Source: an optimization exercise on an open RTL-to-GDS flow (aim: small area and a short achievable clock period). Production flows keep margins and buffers that such runs may drop. In this exercise RTL edits were held to simulation tests only and were not proved equivalent to the original. Power is estimated from default activity; no workload was simulated.

File: design/flow/run.sh
#!/bin/bash
# synth_recipe.tcl (not shown) runs the flow's synth.tcl, then flattens the netlist and writes it again
# the make line also repeats each setting of config.mk as NAME=value (left out here)
make -C /OpenROAD-flow-scripts/flow DESIGN_CONFIG=/design/flow/config.mk WORK_HOME=/design/flow/orfs CLKGATE_MAP_FILE= SYNTH_SCRIPT=/design/flow/synth_recipe.tcl finish
File: design/flow/config.mk
export PLATFORM = sky130hd
export DESIGN_NAME = bullet_pool
export DESIGN_NICKNAME = bullet_pool
export VERILOG_FILES = /design/flow/design.v
export SDC_FILE = /design/flow/constraint.sdc
export NUM_CORES = 4
export LEC_CHECK = 0
export CAP_MARGIN = 20
export CORE_MARGIN = 2
export CORE_UTILIZATION = 40
export SLEW_MARGIN = 20
File: design/flow/constraint.sdc
create_clock -name core_clock -period 5.5 [get_ports {clk}]
set_input_delay 1.1000 -clock core_clock [delete_from_list [all_inputs] [get_ports {clk}]]
set_output_delay 1.1000 -clock core_clock [all_outputs]
set_load 0.01 [all_outputs]
File: design/flow/design.v
module bullet_pool #(
   parameter int DATA_WIDTH    = 32,
   parameter int ADDRESS_WIDTH = 6,
   parameter int DEPTH         = 64
) (
   input  logic                     clk,
   input  logic                     reset_n,
   input  logic                     alloc_req,
   input  logic [DATA_WIDTH-1:0]    alloc_data,
   output logic                     alloc_ack,
   output logic                     alloc_fail,
   output logic [ADDRESS_WIDTH-1:0] alloc_addr,
   output logic                     full,
   output logic [ADDRESS_WIDTH:0]   count,
   input  logic                     wEn,
   input  logic [ADDRESS_WIDTH-1:0] wAddr,
   input  logic [DATA_WIDTH-1:0]    dataIn,
   input  logic                     free_req,
   input  logic [ADDRESS_WIDTH-1:0] free_addr,
   input  logic                     readEn,
   input  logic [ADDRESS_WIDTH-1:0] rAddr,
   output logic [DATA_WIDTH-1:0]    dataOut,
   output logic                     rValid,
   input  logic                     scan_start,
   output logic                     scan_busy,
   output logic                     scan_valid,
   output logic [ADDRESS_WIDTH-1:0] scan_addr,
   output logic [DATA_WIDTH-1:0]    scan_data,
   output logic                     scan_done
);
   localparam int CW = ADDRESS_WIDTH + 1;
   typedef enum logic {IDLE, RUN} scan_state_t;
   logic [DATA_WIDTH-1:0]    mem [DEPTH];
   logic [DEPTH-1:0]         valid;
   logic [DEPTH-1:0]         valid_nxt;
   logic [ADDRESS_WIDTH-1:0] cand;
   logic                     do_alloc;
   logic                     do_free;
   logic                     do_upd;
   scan_state_t              state, state_nxt;
   logic [ADDRESS_WIDTH-1:0] idx, idx_nxt;
   logic                     last;
   logic                     report;
   always_comb begin
      cand = '0;
      for (int i = DEPTH - 1; i >= 0; i--)
         if (!valid[i]) cand = ADDRESS_WIDTH'(i);
   end
   assign full     = &valid;
   assign do_alloc = alloc_req & ~full;
   assign do_free  = free_req & valid[free_addr];
   assign do_upd   = wEn & valid[wAddr] & ~(free_req && (free_addr == wAddr));
   always_comb begin
      valid_nxt = valid;
      if (do_alloc) valid_nxt[cand] = 1'b1;
      if (do_free)  valid_nxt[free_addr] = 1'b0;
   end
   always_ff @(posedge clk or negedge reset_n) begin
      if (!reset_n) begin
         valid <= '0;
         count <= '0;
      end else begin
         valid <= valid_nxt;
         count <= count + CW'(do_alloc) - CW'(do_free);
      end
   end
   always_ff @(posedge clk) begin
      if (do_alloc) mem[cand]  <= alloc_data;
      if (do_upd)   mem[wAddr] <= dataIn;
   end
   always_ff @(posedge clk or negedge reset_n) begin
      if (!reset_n) begin
         alloc_ack  <= 1'b0;
         alloc_fail <= 1'b0;
         alloc_addr <= '0;
         dataOut    <= '0;
         rValid     <= 1'b0;
      end else begin
         alloc_ack  <= do_alloc;
         alloc_fail <= alloc_req & full;
         if (do_alloc) alloc_addr <= cand;
         if (readEn) begin
            dataOut <= mem[rAddr];
            rValid  <= valid[rAddr];
         end
      end
   end
   always_ff @(posedge clk or negedge reset_n) begin
      if (!reset_n) begin
         state <= IDLE;
         idx   <= '0;
      end else begin
         state <= state_nxt;
         idx   <= idx_nxt;
      end
   end
   always_comb begin
      state_nxt = state;
      idx_nxt   = idx;
      case (state)
         IDLE: if (scan_start) begin
            state_nxt = RUN;
            idx_nxt   = '0;
         end
         RUN: begin
            idx_nxt = idx + ADDRESS_WIDTH'(1);
            if (last) state_nxt = IDLE;
         end
         default: state_nxt = IDLE;
      endcase
   end
   always_comb begin
      scan_busy = (state == RUN);
      last      = (state == RUN) && (idx == ADDRESS_WIDTH'(DEPTH - 1));
      report    = (state == RUN) && valid[idx];
   end
   always_ff @(posedge clk or negedge reset_n) begin
      if (!reset_n) begin
         scan_valid <= 1'b0;
         scan_done  <= 1'b0;
         scan_addr  <= '0;
         scan_data  <= '0;
      end else begin
         scan_valid <= report;
         scan_done  <= last;
         if (report) begin
            scan_addr <= idx;
            scan_data <= mem[idx];
         end
      end
   end
endmodule
==> notes.md <==
ys flop type edfxtp_1; VDD IR-drop max approximately 0.00031 V; startpoint types flop; Pleak around 0.05 uW; synth cell count leaders mux2_2, edfxtp_1, mux4_2; main combinational cell family by area after synthesis multiplexers; Setup Total Neg Slack 0 ps; Crit path largest cell delay a little over 800 ps; top cell type's share of synthesized area a little under half; Yosys cell types 80; top cells by area, synth edfxtp_1, mux4_2, mux2_2; Seq/Total Area, Yosys between 50% and 60%; Tcrit/Tclk final 94.6%; Yosys top cell by area edfxtp_1; FMAX between 0.15 and 0.2 GHz; Clk Tree Root Cell clkbuf_16; largest net degree at the start of global routing ~100; first-pass GRT wire length 689 mm; CTS buffer count 266; CTS clk-pin slew, worst paths 60 ps; Initial Util about two fifths; Overflow after GRT 0; Post-Place Cells ~12k; RSZ-0062 raised after global routing false; number of synthesized register bits ~2.2k; max-cap violation count 0; WP data required between 4000 and 5000 ps; clock latency on the worst-skew pair ~920 ps; WP data arrival 4100 ps; Async SR Flop Fraction under 10%; clock skew 44.7 ps; slowest cell on the critical path dfrtp_1; worst setup path category flop to output port; placer's final routability congestion estimate ~0.95; worst hold-check path type input pin to async pin; die height around 570 um; DIE WIDTH about 570 um; mean post-synth cell area 17.2 um2; Layout Area Growth over Synthesis 14.5%; Top Family by Delay on Critical Path simple AND/OR/NAND/NOR gates; Die ar. between 0.3 and 0.4 mm2; drt pass-1 iters 6; Synth Net Count around 7.7k; total number of vias 81.9k; initial antenna violation count 70; vias in the first global route slightly above 80k; CTS hold repair buffers 0; post-synthesis compound-gate area fraction roughly 1.5%; status finished clean; Filler cells approximately 28k; Final Max Tran Viols 0; Hold Fails Final Rpt 0; IO Count 179; # rows between 200 and 250; post-synthesis mux area share between 40% and 50%; GR Util All Layers 30.0%; Final Net Count about 7.6k; final non-filler cell total 12.0k; Simple-Gate Fraction of Synth Area 1.49%; clock buffer depth 4; Post-synth EDFFs slightly above 2k; residual DRC count 0; Tmin final between 5000 and 6000 ps; Core Region 0.324 mm2; vias per inst slightly below 7; # clock sinks approximately 2.2k; Post-CTS Repair Setup Buffers 0; post-synthesis xor/xnor area fraction 0.128%; Syn Inst Count between 7k and 8k; ANT nets after route 0; Cell Chain, Critical Path nand4_1, nor4_1, nand2_1, nor2_1, clkdlybuf4s50_1; post-synthesis cell area roughly 0.13 mm2; CP bufs+invs 1; Min Hold Slack between 150 and 200 ps; Initial DRC Count approximately 13k; Yosys warnings 1; Max FO, Critical Path 11; count leader, synth mux2_2; H-tree levels 5; WL final approximately 500 mm; Worst slew margin between 20 and 25%; cts repair resizes 0; Final setup viols 0; adder-cell share of the synthesized area 0.169%; TritonCTS clock tree yes; Pwr Density between 300 and 400 mW/mm2; port buffer count about 180; share of layout cells above drive strength 1 between 60% and 70%; Critical Path End Type output port; final HPWL from detailed placement between 300 and 400 mm; worst-margin pin slew ~1100 ps; drt wl/cell around 42 um
-- cell families after synthesis --
kind of cell,count (synthesis)
muxes,3552
DFF,2207
buffers and inverters,1118
and+or+nand+nor,342
AOI/OAI and AO/OA,317
xor gates and xnor gates,19
adders and majority gates,17
-- per-layer routing --
layer | up-vias | global-route usage [%] | wire [um]
li1 | 31300 | - | -
met1 | 44500 | 41.2 | 194000
met2 | 5178 | 46.7 | 232000
met3 | 973 | 6.43 | 53800
met4 | 28 | 11.5 | 21700
met5 | - | 0 | 191
-- path summary, 6_finish.rpt --
| check | slack [ps] | end | cells after the start | startpoint |
|---|---|---|---|---|
| worst max-delay path | 300 | full | 5 | valid[8] |
| worst min-delay path | 190 | scan_data[7] | 1 | reset_n |
| worst max register to register | 660 | mem[56][22] | 9 | valid[55] |
| worst min register to register | 490 | scan_addr[5] | 1 | scan_addr[5] |
| max in group asynchronous | 4200 | scan_data[22] | 2 | reset_n |
| min in group core_clock | 490 | scan_addr[5] | 1 | scan_addr[5] |
-- layout by cell type (no fill, tap or decap), types with 42 or more instances in the layout --
cell / count
edfxtp_1: 2048
buf_4: 309
inv_1: 73
o21ai_0: 46
clkbuf_1: 51
buf_2: 63
clkinv_2: 50
a21oi_1: 66
dfrtp_1: 153
clkbuf_16: 271
nor2_1: 43
clkinv_1: 48
nand2_1: 77
clkdlybuf4s50_1: 104
o21ai_4: 65
o22ai_1: 42
buf_12: 235
mux4_2: 1403
mux2_2: 2113
-- worst reg2reg max path, cell delays in order (launching register included) --
cell and delay [ps]:
dfrtp_1 620, nand4_1 170, a31o_1 210, a2111oi_0 700, nor3_1 300, o31a_1 350, buf_4 170, or3_2 730
o21ai_4 1000, buf_4 310
-- power breakdown --
| group | internal (uW) | leakage, uW | total [uW] | switching, uW |
|---|---|---|---|---|
| Clock | 9850 | 0.00406 | 17400 | 7510 |
| Combinational | 8230 | 0.0244 | 18200 | 10000 |
| Sequential | 18900 | 0.0204 | 19700 | 790 |
-- through the flow --
stage                     setup WS [ps]  util, %  cell area (um2)  power, uW
after detailed placement            266     43.5           141000      38000
after floorplan                     447        -           130000      30300
after global placement              247     43.4           141000      37900
after global routing                231     46.0           149000      56600
final                               296     46.0           149000      55300
after CTS                           425     46.0           149000      55200
-- sequential cells by signal (all words and copies together) (netlist names) --
name	cells
mem	2048
scan_done	1
alloc_ack	1
alloc_addr	6
scan_valid	1
scan_data	32
alloc_fail	1
valid	64
dataOut	32
state	1
count	7
scan_addr	6
idx	6
rValid	1
-- cell type report --
type	instances	area [um2]	area share, %
Clock inverter	136	1190	0.801
Multi-Input combinational cell	4247	61300	41.1
Sequential cell	2207	65500	43.9
Antenna cell	8	20.0	0.0134
Tap cell	4325	5410	3.63
Inverter	74	278	0.186
Timing Repair Buffer	716	8450	5.67
Clock buffer	328	7060	4.73

## static timing again, ports no longer ideal
No port has a modelled driver above. Below, the same layout with a new extraction and two added sets of constraints.
Step 1 (the two cells are an assumption about what drives the block):
set clk [get_ports {clk}]
set_driving_cell -lib_cell sky130_fd_sc_hd__clkbuf_16 $clk
set_driving_cell -lib_cell sky130_fd_sc_hd__buf_2 [delete_from_list [all_inputs] $clk]
Step 2 adds t to the input delays and takes it off the output delays; t is the mean of the earliest and latest rising clock arrival at the registers after step 1. Input paths then give back, and output paths get back, about the clock's delay inside the block.
a / b / c = ideal / step 1 / step 2; a / b = the first two.
t, ns: 0.998
setup slack, ns: 0.296 / 0.186 / 0.192
hold slack, ns: 0.191 / 0.112 / 0.490
worst register clock-pin slew, ns: 0.06 / 0.06
After both steps setup and hold are still met in this run. For this run, drivers alone change the setup slack by -0.110 ns; drivers and shift together by -0.104 ns.
